This is an optimization exercise on Yosys and OpenROAD, whose aim is small area, a short achievable clock period and few clock cycles, not a production implementation. Only simulation tests tie the RTL to the original design; equivalence was not proved.

==> flow/design.v, too long to show whole: its modules and the start of the top module <==
// module mdu_divide: 24 lines
// module mdu_bitlen: 10 lines
// module mdu_mul: 1859 lines
// module mdu_fa: 4 lines
// module mdu_ha: 4 lines
// module e_mdu_multicycle: 152 lines
module e_mdu_multicycle (
  input  logic        i_clk,
  input  logic        i_reset_n,
  input  logic [31:0] i_srcA,
  input  logic [31:0] i_srcB,
  input  logic [4:0]  i_mduOp,
  input  logic        i_start,
  input  logic        i_flush,
  output logic [31:0] or_hi,
  output logic [31:0] or_lo,
  output logic [31:0] or_result,
  output logic        or_busy,
  output logic        o_done
);
  // ...
==> flow/run.sh <==
#!/bin/bash
# synth_recipe.tcl (not shown) runs the flow's synth.tcl, then flattens the netlist and writes it again
# the make line also repeats each setting of config.mk as NAME=value (left out here)
make -C /OpenROAD-flow-scripts/flow DESIGN_CONFIG=/design/flow/config.mk WORK_HOME=/design/flow/orfs CLKGATE_MAP_FILE= SYNTH_SCRIPT=/design/flow/synth_recipe.tcl finish
==> flow/config.mk <==
export PLATFORM = sky130hd
export DESIGN_NAME = e_mdu_multicycle
export DESIGN_NICKNAME = e_mdu_multicycle
export VERILOG_FILES = /design/flow/design.v
export SDC_FILE = /design/flow/constraint.sdc
export NUM_CORES = 4
export LEC_CHECK = 0
export CAP_MARGIN = 20
export CORE_MARGIN = 2
export CORE_UTILIZATION = 30
export SLEW_MARGIN = 20
export SYNTH_HIERARCHICAL = 1
==> flow/constraint.sdc <==
create_clock -name core_clock -period 110.0 [get_ports {i_clk}]
set_input_delay 22.0000 -clock core_clock [delete_from_list [all_inputs] [get_ports {i_clk}]]
set_output_delay 22.0000 -clock core_clock [all_outputs]
set_load 0.01 [all_outputs]
==> results by group, run 1 <==
Logic synthesis
  – Multiplexer share of the synthesized area: 0.0147
  – Synth Cell Area: 0.0482 sq mm

Place
  – GP Congestion: 0.994
  – Placed insts: 7,746

GRT
  – Total track usage: 0.274
  – Most Crowded Layer GR: met2

Cells and area
  – Nonclk buf count: 341
  – Area Growth Syn to Fin: 9.27%
  – Finished Cell Area: 0.0527 sq mm
  – Biggest Area Class: multi-input gates
  – Seq/total area: 0.0767
  – Post-route insts no fill: 7,790

Outcome
  – Outcome: finished clean

Clock network
  – Cts bufs inserted: 17
  – CTS tree: yes
  – Sink Count: 168
  – CTS Hold Bufs: 0
  – Root Buffer: clkbuf_16

Detailed routing
  – Highest metal used: met5
  – WL final: 233,000 um

Timing
  – Fin worst setup slack: 63.06 ns
  – Period Utilization, post-route: 0.427

Floorplanning
  – I/O Pins: 171
  – Num tapcells: 2,160

Min path
  – Worst hold-check path type: register to register

Worst setup path
  – CP Data Arrival Time: 24.94 ns
Testbench counts, summed over its fixed seeds: cycles 6,156.
==> module mdu_divide, before the edit <==
module mdu_divide #(
  parameter int K = 4
) (
  input  logic [31:0] rem_i,    
  input  logic [31:0] quo_i,    
  input  logic [31:0] dsr,      
  output logic [31:0] rem_o,
  output logic [31:0] quo_o
);
  logic [31:0] r, q;
  logic [32:0] t;
  always_comb begin
    r = rem_i;
    q = quo_i;
    for (int i = 0; i < K; i++) begin
      t = {r, q[31]} - {1'b0, dsr};
      if (t[32]) r = {r[30:0], q[31]};
      else       r = t[31:0];
      q = {q[30:0], ~t[32]};
    end
    rem_o = r;
    quo_o = q;
  end
endmodule
==> module e_mdu_multicycle, before the edit <==
module e_mdu_multicycle (
  input  logic        i_clk,
  input  logic        i_reset_n,
  input  logic [31:0] i_srcA,
  input  logic [31:0] i_srcB,
  input  logic [4:0]  i_mduOp,
  input  logic        i_start,
  input  logic        i_flush,
  output logic [31:0] or_hi,
  output logic [31:0] or_lo,
  output logic [31:0] or_result,
  output logic        or_busy,
  output logic        o_done
);
  localparam int DIV_K  = 4;              
  localparam int DIV_NC = 32 / DIV_K;     
  localparam int CntW   = $clog2(DIV_NC);
  logic              busy_q, done_q;
  logic [31:0]       hi_q, lo_q;
  logic [31:0]       rem_q, quo_q, dsr_q;
  logic [CntW-1:0]   cnt_q;
  logic              negq_q, negr_q;
  logic              dshow_q;          
  logic [31:0]       hi_v, lo_v;       
  logic accept;
  logic op_mul, op_div, op_acc, op_sub, mul_sgn, div_sgn, op_mthi, op_mtlo;
  assign accept  = i_start && !i_flush && !busy_q;
  assign op_mul  = (i_mduOp == MDU_MULT) || (i_mduOp == MDU_MULTU) ||
                   (i_mduOp == MDU_MADD) || (i_mduOp == MDU_MADDU) ||
                   (i_mduOp == MDU_MSUB) || (i_mduOp == MDU_MSUBU);
  assign op_div  = (i_mduOp == MDU_DIV) || (i_mduOp == MDU_DIVU);
  assign op_acc  = (i_mduOp == MDU_MADD) || (i_mduOp == MDU_MADDU) ||
                   (i_mduOp == MDU_MSUB) || (i_mduOp == MDU_MSUBU);
  assign op_sub  = (i_mduOp == MDU_MSUB) || (i_mduOp == MDU_MSUBU);
  assign mul_sgn = (i_mduOp == MDU_MULT) || (i_mduOp == MDU_MADD) || (i_mduOp == MDU_MSUB);
  assign div_sgn = (i_mduOp == MDU_DIV);
  assign op_mthi = (i_mduOp == MDU_MTHI);
  assign op_mtlo = (i_mduOp == MDU_MTLO);
  logic [63:0] mul_y;
  mdu_mul u_mul (
    .a   (i_srcA),
    .b   (i_srcB),
    .a_x (mul_sgn & i_srcA[31]),
    .b_x (mul_sgn & i_srcB[31]),
    .sub (op_sub),
    .acc (op_acc ? {hi_v, lo_v} : 64'd0),
    .y   (mul_y)
  );
  logic              sa, sb, b_zero, q_zero;
  logic [31:0]       abs_a, abs_b;
  logic [5:0]        len_a, len_b;
  logic [5:0]        nq;
  logic [CntW:0]     ncyc;
  logic [CntW-1:0]   skip;
  logic [63:0]       init;
  assign sa     = div_sgn & i_srcA[31];
  assign sb     = div_sgn & i_srcB[31];
  assign abs_a  = sa ? (32'd0 - i_srcA) : i_srcA;
  assign abs_b  = sb ? (32'd0 - i_srcB) : i_srcB;
  assign b_zero = (i_srcB == 32'd0);
  mdu_bitlen u_len_a (.x(abs_a), .len(len_a));
  mdu_bitlen u_len_b (.x(abs_b), .len(len_b));
  assign q_zero = (len_a < len_b);
  assign nq     = len_a - len_b;                        
  assign ncyc   = (CntW+1)'(nq / DIV_K) + 1'b1;        
  assign skip   = CntW'(DIV_NC - ncyc);                 
  assign init   = {32'd0, abs_a} << (DIV_K * skip);
  logic [31:0] rem_n, quo_n, rem_fix, quo_fix;
  mdu_divide #(.K(DIV_K)) u_divide (
    .rem_i (rem_q),
    .quo_i (quo_q),
    .dsr   (dsr_q),
    .rem_o (rem_n),
    .quo_o (quo_n)
  );
  assign rem_fix = negr_q ? (32'd0 - rem_n) : rem_n;
  assign quo_fix = negq_q ? (32'd0 - quo_n) : quo_n;
  assign hi_v = dshow_q ? rem_fix : hi_q;
  assign lo_v = dshow_q ? quo_fix : lo_q;
  logic last, div_quick;
  assign last      = (cnt_q == '0);
  assign div_quick = b_zero || q_zero;
  always_ff @(posedge i_clk or negedge i_reset_n) begin
    if (!i_reset_n) begin
      busy_q  <= 1'b0;
      done_q  <= 1'b0;
      dshow_q <= 1'b0;
      hi_q    <= '0;
      lo_q    <= '0;
    end else begin
      done_q  <= 1'b0;
      dshow_q <= 1'b0;
      hi_q    <= hi_v;
      lo_q    <= lo_v;
      if (busy_q) begin
        if (i_flush) begin
          busy_q <= 1'b0;
        end else if (last) begin
          busy_q  <= 1'b0;
          done_q  <= 1'b1;
          dshow_q <= 1'b1;
        end
      end else if (accept) begin
        if (op_mul) begin
          done_q <= 1'b1;
          hi_q   <= mul_y[63:32];
          lo_q   <= mul_y[31:0];
        end else if (op_div) begin
          if (div_quick) begin
            done_q <= 1'b1;
            hi_q   <= i_srcA;
            lo_q   <= b_zero ? 32'hFFFF_FFFF : 32'd0;
          end else if (ncyc == (CntW+1)'(1)) begin
            done_q  <= 1'b1;
            dshow_q <= 1'b1;
          end else begin
            busy_q <= 1'b1;
          end
        end else if (op_mthi) begin
          hi_q <= i_srcA;
        end else if (op_mtlo) begin
          lo_q <= i_srcA;
        end
      end
    end
  end
  always_ff @(posedge i_clk) begin
    if (busy_q) begin
      rem_q <= rem_n;
      quo_q <= quo_n;
      cnt_q <= cnt_q - 1'b1;
    end else begin
      rem_q  <= init[63:32];
      quo_q  <= init[31:0];
      dsr_q  <= abs_b;
      cnt_q  <= CntW'(ncyc - 2'd2);
      negq_q <= sa ^ sb;
      negr_q <= sa;
    end
  end
  assign or_hi   = hi_v;
  assign or_lo   = lo_v;
  assign or_busy = busy_q;
  assign o_done  = done_q;
  always_comb begin
    case (i_mduOp)
      MDU_MFHI: or_result = hi_v;
      MDU_MFLO: or_result = lo_v;
      default:  or_result = '0;
    endcase
  end
endmodule
==> run 2: changes to the inputs <==
--- a/flow/design.v
+++ b/flow/design.v
@@ -21,24 +21,26 @@
   } mdu_state_e;
 endpackage
 module mdu_divide #(
-  parameter int K = 4
+  parameter int K  = 4,
+  parameter int QW = 32
 ) (
-  input  logic [31:0] rem_i,    
-  input  logic [31:0] quo_i,    
-  input  logic [31:0] dsr,      
-  output logic [31:0] rem_o,
-  output logic [31:0] quo_o
+  input  logic [31:0]   rem_i,    
+  input  logic [QW-1:0] quo_i,    
+  input  logic [31:0]   dsr,      
+  output logic [31:0]   rem_o,
+  output logic [QW-1:0] quo_o
 );
-  logic [31:0] r, q;
+  logic [31:0]   r;
+  logic [QW-1:0] q;
   logic [32:0] t;
   always_comb begin
     r = rem_i;
     q = quo_i;
     for (int i = 0; i < K; i++) begin
-      t = {r, q[31]} - {1'b0, dsr};
-      if (t[32]) r = {r[30:0], q[31]};
+      t = {r, q[QW-1]} - {1'b0, dsr};
+      if (t[32]) r = {r[30:0], q[QW-1]};
       else       r = t[31:0];
-      q = {q[30:0], ~t[32]};
+      q = {q[QW-2:0], ~t[32]};
     end
     rem_o = r;
     quo_o = q;
@@ -54,6 +56,17 @@
       if (x[i]) len = 6'(i + 1);
   end
 endmodule
+module mdu_rsel (
+  input  logic [4:0] op,
+  input  logic [7:0] hi,
+  input  logic [7:0] lo,
+  output logic [7:0] res
+);
+  logic sel_hi, sel_lo;
+  assign sel_hi = (op == 5'd9);
+  assign sel_lo = (op == 5'd10);
+  assign res    = ({8{sel_hi}} & hi) | ({8{sel_lo}} & lo);
+endmodule
 module mdu_mul (
   input  logic [31:0] a,
   input  logic [31:0] b,
@@ -1936,12 +1949,14 @@
   output logic        or_busy,
   output logic        o_done
 );
-  localparam int DIV_K  = 4;              
-  localparam int DIV_NC = 32 / DIV_K;     
+  localparam int DIV_K  = 4;                         
+  localparam int DIV_NC = (32 + DIV_K - 1) / DIV_K;   
+  localparam int QW     = DIV_K * DIV_NC;            
   localparam int CntW   = $clog2(DIV_NC);
   logic              busy_q, done_q;
   logic [31:0]       hi_q, lo_q;
-  logic [31:0]       rem_q, quo_q, dsr_q;
+  logic [31:0]       rem_q, dsr_q;
+  logic [QW-1:0]     quo_q;
   logic [CntW-1:0]   cnt_q;
   logic              negq_q, negr_q;
   logic              dshow_q;          
@@ -1976,7 +1991,7 @@
   logic [5:0]        nq;
   logic [CntW:0]     ncyc;
   logic [CntW-1:0]   skip;
-  logic [63:0]       init;
+  logic [QW+31:0]    init;
   assign sa     = div_sgn & i_srcA[31];
   assign sb     = div_sgn & i_srcB[31];
   assign abs_a  = sa ? (32'd0 - i_srcA) : i_srcA;
@@ -1988,9 +2003,10 @@
   assign nq     = len_a - len_b;                        
   assign ncyc   = (CntW+1)'(nq / DIV_K) + 1'b1;        
   assign skip   = CntW'(DIV_NC - ncyc);                 
-  assign init   = {32'd0, abs_a} << (DIV_K * skip);
-  logic [31:0] rem_n, quo_n, rem_fix, quo_fix;
-  mdu_divide #(.K(DIV_K)) u_divide (
+  assign init   = {(QW)'(0), abs_a} << (DIV_K * skip);
+  logic [31:0]   rem_n, rem_fix, quo_fix;
+  logic [QW-1:0] quo_n;
+  mdu_divide #(.K(DIV_K), .QW(QW)) u_divide (
     .rem_i (rem_q),
     .quo_i (quo_q),
     .dsr   (dsr_q),
@@ -1998,7 +2014,7 @@
     .quo_o (quo_n)
   );
   assign rem_fix = negr_q ? (32'd0 - rem_n) : rem_n;
-  assign quo_fix = negq_q ? (32'd0 - quo_n) : quo_n;
+  assign quo_fix = negq_q ? (32'd0 - quo_n[31:0]) : quo_n[31:0];
   assign hi_v = dshow_q ? rem_fix : hi_q;
   assign lo_v = dshow_q ? quo_fix : lo_q;
   logic last, div_quick;
@@ -2054,8 +2070,8 @@
       quo_q <= quo_n;
       cnt_q <= cnt_q - 1'b1;
     end else begin
-      rem_q  <= init[63:32];
-      quo_q  <= init[31:0];
+      rem_q  <= init[QW+31:QW];
+      quo_q  <= init[QW-1:0];
       dsr_q  <= abs_b;
       cnt_q  <= CntW'(ncyc - 2'd2);
       negq_q <= sa ^ sb;
@@ -2066,11 +2082,12 @@
   assign or_lo   = lo_v;
   assign or_busy = busy_q;
   assign o_done  = done_q;
-  always_comb begin
-    case (i_mduOp)
-      MDU_MFHI: or_result = hi_v;
-      MDU_MFLO: or_result = lo_v;
-      default:  or_result = '0;
-    endcase
+  for (genvar g = 0; g < 4; g++) begin : g_rsel
+    mdu_rsel u_rsel (
+      .op  (i_mduOp),
+      .hi  (hi_v[8*g +: 8]),
+      .lo  (lo_v[8*g +: 8]),
+      .res (or_result[8*g +: 8])
+    );
   end
 endmodule
==> results by group, run 2 <==
Place
  – Placed insts: 7,795 (was 7,746)
  – Pre-CTS setup slack: 63.54 ns (was 63.13 ns)
  – Final HPWL DP: 166,000 um (was 167,000 um)
  – DP Area: 0.0524 sq mm (was 0.0521 sq mm)
  – GP Congestion: 0.987 (was 0.994)
  – I/O Buffers: 170 (unchanged)

Logic synthesis
  – Cells after Synth: 5,811 (was 5,753)
  – YS warnings: 9 (unchanged)
  – Syn_area_per_cell: 8.37 sq um (was 8.38 sq um)
  – Most common cell in the netlist: xnor2_1 (unchanged)
  – Post-synthesis sequential area ratio: 0.0830 (was 0.0837)
  – Commonest cells in the netlist: xnor2_1 (748), fa_1 (548), a22oi_1 (522) (was xnor2_1 (750), fa_1 (548), a22oi_1 (509))
  – Largest family of logic cells by synthesized area: adder cells (unchanged)
  – Top_reg_cell synth: dfxtp_1 (unchanged)
  – Complex-gate fraction of the synthesized area: 0.254 (was 0.252)
  – Post-synth top area share: 0.226 (was 0.227)
  – Synth Cell Area: 0.0486 sq mm (was 0.0482 sq mm)
  – Post-Synth Adder-Cell Area: 0.290 (was 0.293)
  – Post-synthesis register bit count: 168 (unchanged)
  – Post-synth ARST share: 0.399 (unchanged)
  – Post-synth EDFFs: 34 (unchanged)
  – Multiplexer share of the synthesized area: 0.00895 (was 0.0147)
  – Ranking of synthesized cells by area: fa_1 (23%), xnor2_1 (13%), a22oi_1 (8.1%), ha_1 (6.5%), dfrtp_1 (3.4%) (was fa_1 (23%), xnor2_1 (14%), a22oi_1 (7.9%), ha_1 (6.5%), a21oi_1 (3.5%))
  – Synth Area in XOR/XNOR: 0.170 (was 0.169)
  – Netlist cell types: 107 (was 111)
  – Synth Area in Simple Gates: 0.129 (was 0.123)
  – Area leader, netlist: fa_1 (unchanged)

Detailed routing
  – Via density: 6.16 (was 6.26)
  – Wire per inst: 29.4 um (was 29.9 um)
  – Via count: 48,300 (was 48,800)
  – DRT Pass-1 Iters: 9 (was 8)
  – DRC: 0 (unchanged)
  – WL final: 230,000 um (was 233,000 um)
  – DR iter-0 viols: 6,369 (was 6,561)
  – Routed Antenna Nets: 0 (unchanged)

Cells and area
  – Most common cell after layout, fill and taps aside: xnor2_1 (unchanged)
  – Layout Utilization: 0.330 (was 0.329)
  – Area Growth Syn to Fin: 8.95% (was 9.27%)
  – Finished Cell Area: 0.0530 sq mm (was 0.0527 sq mm)
  – Share of layout cells above drive strength 1: 0.0732 (about the same)
  – Post-route insts no fill: 7,835 (was 7,790)
  – Most frequent cells in the layout: xnor2_1 (748), fa_1 (548), a22oi_1 (522), nand2_1 (426), nor2_1 (330) (was xnor2_1 (750), fa_1 (548), a22oi_1 (509), nand2_1 (397), nor2_1 (364))
  – Final nets: 6,528 (was 6,478)

Worst setup path
  – CP Capture Type: output pin (unchanged)
  – Startpoint Class: input pin (unchanged)
  – Required time of the critical path: 88.00 ns (about the same)
  – Crit-path max FO: 15 (was 32)
  – Worst Setup Path Type: input pin to output pin (unchanged)
  – CP Data Arrival Time: 24.49 ns (was 24.94 ns)

Timing
  – Fin worst setup slack: 63.51 ns (was 63.06 ns)
  – Clk_skew: 0.0178 ns (was 0.0147 ns)
  – Transition time of the tightest slew-check pin: 1.26 ns (was 1.41 ns)
  – Fmax: 0.0215 GHz (was 0.0213 GHz)
  – Final hold slack: 0.437 ns (was 0.434 ns)
  – Hold Violations, Final: 0 (unchanged)
  – RSZ-0062 raised after global routing: no (unchanged)
  – Tmin final: 46.49 ns (was 46.94 ns)
  – Setup TNS: 0 ns (unchanged)
  – Final slew viol count: 0 (unchanged)
  – Slew margin rel.: 0.153 (was 0.0621)
  – Final setup fails: 0 (unchanged)
  – Period Utilization, post-route: 0.423 (was 0.427)

Job
  – Max Cap Viol: 0 (unchanged)

GRT
  – Gr ovfl total: 0 (unchanged)
  – First-pass GRT wire length: 331,000 um (was 332,000 um)
  – Initial antenna violation count: 15 (was 25)
  – Vias in the first global route: 48,100 (was 47,900)
  – Pin count of the biggest net entering global routing: 75 (was 83)
  – Total track usage: 0.271 (was 0.274)

Floorplanning
  – Die width: 407 um (was 405 um)
  – Full die area: 0.165 sq mm (was 0.164 sq mm)
  – Starting Density: 0.303 (was 0.301)
  – Core area: 0.161 sq mm (was 0.160 sq mm)
  – Chip height: 407 um (was 405 um)
  – Rows: 147 (unchanged)
  – I/O Pins: 171 (unchanged)

Clock network
  – CTS Hold Bufs: 0 (unchanged)
  – Clock-pin slew on the worst setup and hold paths: 0.07 ns (was 0.06 ns)
  – Bufs on Longest Clock Path: 2 (unchanged)
  – Post-CTS Setup Inserts: 0 (unchanged)
  – Total number of H-tree levels: 4 (unchanged)
  – Skew-Pair Late Insertion Delay: 0.51 ns (was 0.48 ns)
  – Post-cts resize count: 0 (unchanged)
  – Sink Count: 168 (unchanged)
  – Cts bufs inserted: 17 (unchanged)
  – CTS tree: yes (unchanged)
  – Root Buffer: clkbuf_16 (unchanged)

Min path
  – Worst hold-check path type: register to register (unchanged)

Outcome
  – Outcome: finished clean (unchanged)
run 2: cell count changes after synthesis, moves of 13 or more:
cell and delta:
a21oi_2 +33, a22oi_1 +13, mux2i_1 -13, nand2_1 +29, nand3b_1 +63, nor2_1 -34, nor3_1 -14, o41ai_1 -13
run 2: worst max-delay path, cell delays in order:
cell and delay (ns):
clkdlybuf4s50_1 0.73, or3b_1 0.92, a21oi_2 0.26, clkdlybuf4s50_1 0.56
run 2: cell type report:
cell class / instances / area, sq um
well taps: 2160 / 2700
fillers: 16900 / 108000
inverters: 245 / 925
diodes: 7 / 17.5
multi-input cells: 4887 / 41900
repair buffers: 336 / 2780
clock inverters: 13 / 128
flip-flops and latches: 168 / 4040
clock buffers: 19 / 464
run 2: cell families (layout without fill, tap and decap cells):
group,after synthesis,in the layout
simple gates,1291,1291
fa+ha+maj,800,800
flops,168,168
xor+xnor,936,936
other cells,1,23
compound gates,1803,1803
buf+inv,771,613
mux,41,41
run 2: metal layers:
metal / GRT usage / up-vias / routed length [um]
li1: - / 20300 / -
met1: 0.343 / 23900 / 90100
met2: 0.407 / 3281 / 98200
met3: 0.0937 / 760 / 28900
met4: 0.134 / 14 / 13200
met5: 0 / - / 89
run 2: worst paths after layout:
check,start,end,slack (ns),cells past startpoint
worst max-delay path,i_mduOp[4],or_result[29],63.51,4
worst min-delay path,cnt_q[0]$_DFF_P_,cnt_q[0]$_DFF_P_,0.44,1
worst max register to register,dsr_q[1]$_DFFE_PN_,hi_q[30]$_DFF_PN0_,85.58,75
worst min register to register,cnt_q[0]$_DFF_P_,cnt_q[0]$_DFF_P_,0.44,1
max in group asynchronous,i_reset_n,dshow_q$_DFF_PN0_,87.71,1
min in group asynchronous,i_reset_n,lo_q[6]$_DFF_PN0_,21.59,1
run 2: modules after synthesis, one instance, submodules excluded, excerpt:
module            area, sq um  cells inside
e_mdu_multicycle        12000          1536
mdu_bitlen                334            61
mdu_fa                   20.0             1
mdu_rsel                  220            28
mdu_mul                 15200          2204
mdu_ha                   12.5             1
Testbench counts of run 2, summed over its fixed seeds: cycles 6,156.
==> run 3: changes to the inputs <==
==> flow/flow/run.sh (new file) <==
#!/bin/bash
set -e
cp standard.sh flow_standard_copy.txt
echo 'export BUFFER_PORTS_ARGS = -buffer_cell sky130_fd_sc_hd__buf_2' >> config.mk
export BUFFER_PORTS_ARGS="-buffer_cell sky130_fd_sc_hd__buf_2"
bash standard.sh > standard.log 2>&1
==> flow/standard.sh (new file) <==
#!/bin/bash
# synth_recipe.tcl (not shown) runs the flow's synth.tcl, then flattens the netlist and writes it again
# the make line also repeats each setting of config.mk as NAME=value (left out here)
make -C /OpenROAD-flow-scripts/flow DESIGN_CONFIG=/design/flow/config.mk WORK_HOME=/design/flow/orfs CLKGATE_MAP_FILE= SYNTH_SCRIPT=/design/flow/synth_recipe.tcl "${@:-finish}"
--- a/flow/config.mk
+++ b/flow/config.mk
@@ -10,3 +10,4 @@
 export CORE_UTILIZATION = 30
 export SLEW_MARGIN = 20
 export SYNTH_HIERARCHICAL = 1
+export BUFFER_PORTS_ARGS = -buffer_cell sky130_fd_sc_hd__buf_2
removed: flow/run.sh
==> results by group, run 3 <==
Detailed routing
  – DR iter-0 viols: 6,174 (was 6,369)
  – Wire per inst: 28.8 um (was 29.4 um)
  – DRT Pass-1 Iters: 8 (was 9)
  – Routed Antenna Nets: 0 (unchanged)
  – Via count: 48,200 (was 48,300)
  – WL final: 226,000 um (was 230,000 um)
  – Via density: 6.15 (was 6.16)
  – DRC: 0 (unchanged)

Worst setup path
  – CP Data Arrival Time: 23.49 ns (was 24.49 ns)
  – WP buf/inv: 2 (unchanged)
  – Crit path cell chain: buf_2, or3b_1, a21oi_2, buf_2 (was clkdlybuf4s50_1, or3b_1, a21oi_2, clkdlybuf4s50_1)
  – Startpoint Class: input pin (unchanged)
  – Most common cell on crit path: buf_2 (was clkdlybuf4s50_1)
  – Required time of the critical path: 88.00 ns (about the same)
  – Worst Setup Path Type: input pin to output pin (unchanged)
  – Crit-path slowest cell: or3b_1 (unchanged)
  – CP Capture Type: output pin (unchanged)
  – Max incr delay on CP: 0.85 ns (was 0.92 ns)
  – Delay-heaviest family, CP: simple AND/OR/NAND/NOR gates (was buffers and inverters)
  – Crit-path max FO: 15 (unchanged)

Cells and area
  – Most frequent cells in the layout: xnor2_1 (748), fa_1 (548), a22oi_1 (522), nand2_1 (426) (was xnor2_1 (748), fa_1 (548), a22oi_1 (522), nand2_1 (426), nor2_1 (330))
  – Area Growth Syn to Fin: 7.53% (was 8.95%)
  – Share of layout cells above drive strength 1: 0.0965 (was 0.0732)
  – Most common cell after layout, fill and taps aside: xnor2_1 (unchanged)
  – Finished Cell Area: 0.0523 sq mm (was 0.0530 sq mm)
  – Final nets: 6,528 (unchanged)
  – Fillers: 17,000 (was 16,900)

GRT
  – Vias in the first global route: 47,300 (was 48,100)
  – Gr ovfl total: 0 (unchanged)
  – Initial antenna violation count: 23 (was 15)
  – Total track usage: 0.266 (was 0.271)
  – First-pass GRT wire length: 325,000 um (was 331,000 um)
  – Pin count of the biggest net entering global routing: 75 (unchanged)

Clock network
  – Bufs on Longest Clock Path: 2 (unchanged)
  – Total number of H-tree levels: 4 (unchanged)
  – Clock-pin slew on the worst setup and hold paths: 0.07 ns (about the same)
  – CTS Hold Bufs: 0 (unchanged)
  – Post-CTS Setup Inserts: 0 (unchanged)
  – Sink Count: 168 (unchanged)
  – Cts bufs inserted: 17 (unchanged)
  – Root Buffer: clkbuf_16 (unchanged)
  – Post-cts resize count: 0 (unchanged)
  – CTS tree: yes (unchanged)
  – Skew-Pair Late Insertion Delay: 0.51 ns (about the same)

Timing
  – Period Utilization, post-route: 0.414 (was 0.423)
  – Tmin final: 45.49 ns (was 46.49 ns)
  – Slew margin rel.: 0.209 (was 0.153)
  – Final slew viol count: 0 (unchanged)
  – Clk_skew: 0.0107 ns (was 0.0178 ns)
  – Hold Violations, Final: 0 (unchanged)
  – Setup TNS: 0 ns (unchanged)
  – RSZ-0062 raised after global routing: no (unchanged)
  – Fmax: 0.0220 GHz (was 0.0215 GHz)
  – Transition time of the tightest slew-check pin: 1.19 ns (was 1.26 ns)
  – Final setup fails: 0 (unchanged)

Min path
  – Worst hold-check path type: register to register (unchanged)

Logic synthesis
  – Post-synth top area share: 0.226 (unchanged)
  – Ranking of synthesized cells by area: fa_1 (23%), xnor2_1 (13%), a22oi_1 (8.1%), ha_1 (6.5%), dfrtp_1 (3.4%) (unchanged)
  – Synth Cell Area: 0.0486 sq mm (unchanged)
  – Post-synthesis sequential area ratio: 0.0830 (unchanged)
  – Top_reg_cell synth: dfxtp_1 (unchanged)
  – Cells after Synth: 5,811 (unchanged)
  – Post-synth EDFFs: 34 (unchanged)
  – Post-synth ARST share: 0.399 (unchanged)
  – Netlist cell types: 107 (unchanged)
  – Most common cell in the netlist: xnor2_1 (unchanged)
  – Syn_area_per_cell: 8.37 sq um (unchanged)
  – Post-synthesis register bit count: 168 (unchanged)
  – Commonest cells in the netlist: xnor2_1 (748), fa_1 (548), a22oi_1 (522) (unchanged)
  – YS warnings: 9 (unchanged)
  – Area leader, netlist: fa_1 (unchanged)

Floorplanning
  – Core area: 0.161 sq mm (unchanged)
  – Die width: 407 um (unchanged)
  – Starting Density: 0.303 (unchanged)
  – I/O Pins: 171 (unchanged)
  – Chip height: 407 um (unchanged)
  – Full die area: 0.165 sq mm (unchanged)
  – Rows: 147 (unchanged)

Outcome
  – Outcome: finished clean (unchanged)

Place
  – I/O Buffers: 170 (unchanged)
  – GP Congestion: 0.979 (was 0.987)
  – DP Area: 0.0517 sq mm (was 0.0524 sq mm)
  – Final HPWL DP: 167,000 um (was 166,000 um)

Job
  – Max Cap Viol: 0 (unchanged)
## run 3: cell families after synthesis
group	synth area share
AOI/OAI and AO/OA	0.254
and+or+nand+nor	0.129
xor gates and xnor gates	0.170
adders and majority gates	0.290
buffers and inverters	0.0646
DFF	0.0830
muxes	0.00895
other	0.0000771
## run 3: final cells by class
| cell class | instances | area [sq um] | area share |
|---|---|---|---|
| antenna | 7 | 17.5 | 0.000335 |
| clock buffer | 18 | 450 | 0.00861 |
| clock inverter | 14 | 150 | 0.00287 |
| inverter | 245 | 925 | 0.0177 |
| multi-input combinational | 4887 | 41900 | 0.801 |
| sequential | 168 | 4040 | 0.0773 |
| tap | 2160 | 2700 | 0.0517 |
| timing repair buffer | 336 | 2110 | 0.0403 |
## run 3: through the flow
stage          hold slack (ns)   util  std cells  setup WS (ns)
3_3_place_gp             0.424  0.321       7794          64.58
6_report                 0.440  0.325       7835          64.51
2_1_floorplan            0.411      -       5826          65.33
3_5_place_dp             0.430  0.321       7795          64.54
4_1_cts                  0.441  0.325       7827          64.54
5_1_grt                  0.484  0.325       7829          64.41
## run 3: final timing paths
kind / startpoint / to / slack [ns] / cells after the start
min in group asynchronous: i_reset_n / lo_q[4]$_DFF_PN0_ / 21.58 / 1
max in group asynchronous: i_reset_n / dshow_q$_DFF_PN0_ / 87.72 / 1
hold reg to reg: cnt_q[0]$_DFF_P_ / cnt_q[0]$_DFF_P_ / 0.44 / 1
setup / recovery: i_mduOp[4] / or_result[25] / 64.51 / 4
hold / removal: cnt_q[0]$_DFF_P_ / cnt_q[0]$_DFF_P_ / 0.44 / 1
setup reg to reg: dsr_q[1]$_DFFE_PN_ / hi_q[29]$_DFF_PN0_ / 85.29 / 74
## run 3: routing by layer
| metal | routed length [um] | global-route usage |
|---|---|---|
| met5 | 687 | 0.0101 |
| met4 | 12600 | 0.130 |
| met3 | 29400 | 0.0906 |
| met2 | 95800 | 0.395 |
| met1 | 87400 | 0.340 |
## run 3: Yosys stat by module, one instance, submodules excluded, a selection
| module | cells | area (sq um) | copies in the design |
|---|---|---|---|
| mdu_bitlen | 61 | 334 | 2 |
| mdu_rsel | 28 | 220 | 4 |
| mdu_fa | 1 | 20.0 | 543 |
| mdu_mul | 2204 | 15200 | 1 |
| e_mdu_multicycle | 1536 | 12000 | 1 |
| mdu_ha | 1 | 12.5 | 48 |

## re-timing with driven ports
Ports are ideal in the flow. The routed layouts listed here were re-timed in OpenROAD. Step 1: set_driving_cell puts a clkbuf_16 on i_clk and a buf_2 on each other input, an assumption about the parent block. Step 2 times the ports against the registers' clock, not the clock port: input delays grow and output delays shrink by t, the midpoint of the rising clock arrivals with the driver on. a / b / c = ideal ports / drivers / drivers and shift; a / b = the first two.
run	t, ns	setup slack, ns	worst setup path at the end	worst slew at a driven data input, ns
run 1	0.544	63.055 / 62.984 / 62.984	input to output	0.29
run 2	0.572	63.506 / 63.484 / 63.484	input to output	0.18
run 3	0.570	64.514 / 64.495 / 64.495	input to output	0.16
After both steps setup and hold are still met in every run listed. For run 1, which loses most, drivers alone change the setup slack by -0.071 ns; drivers and shift together by -0.071 ns.
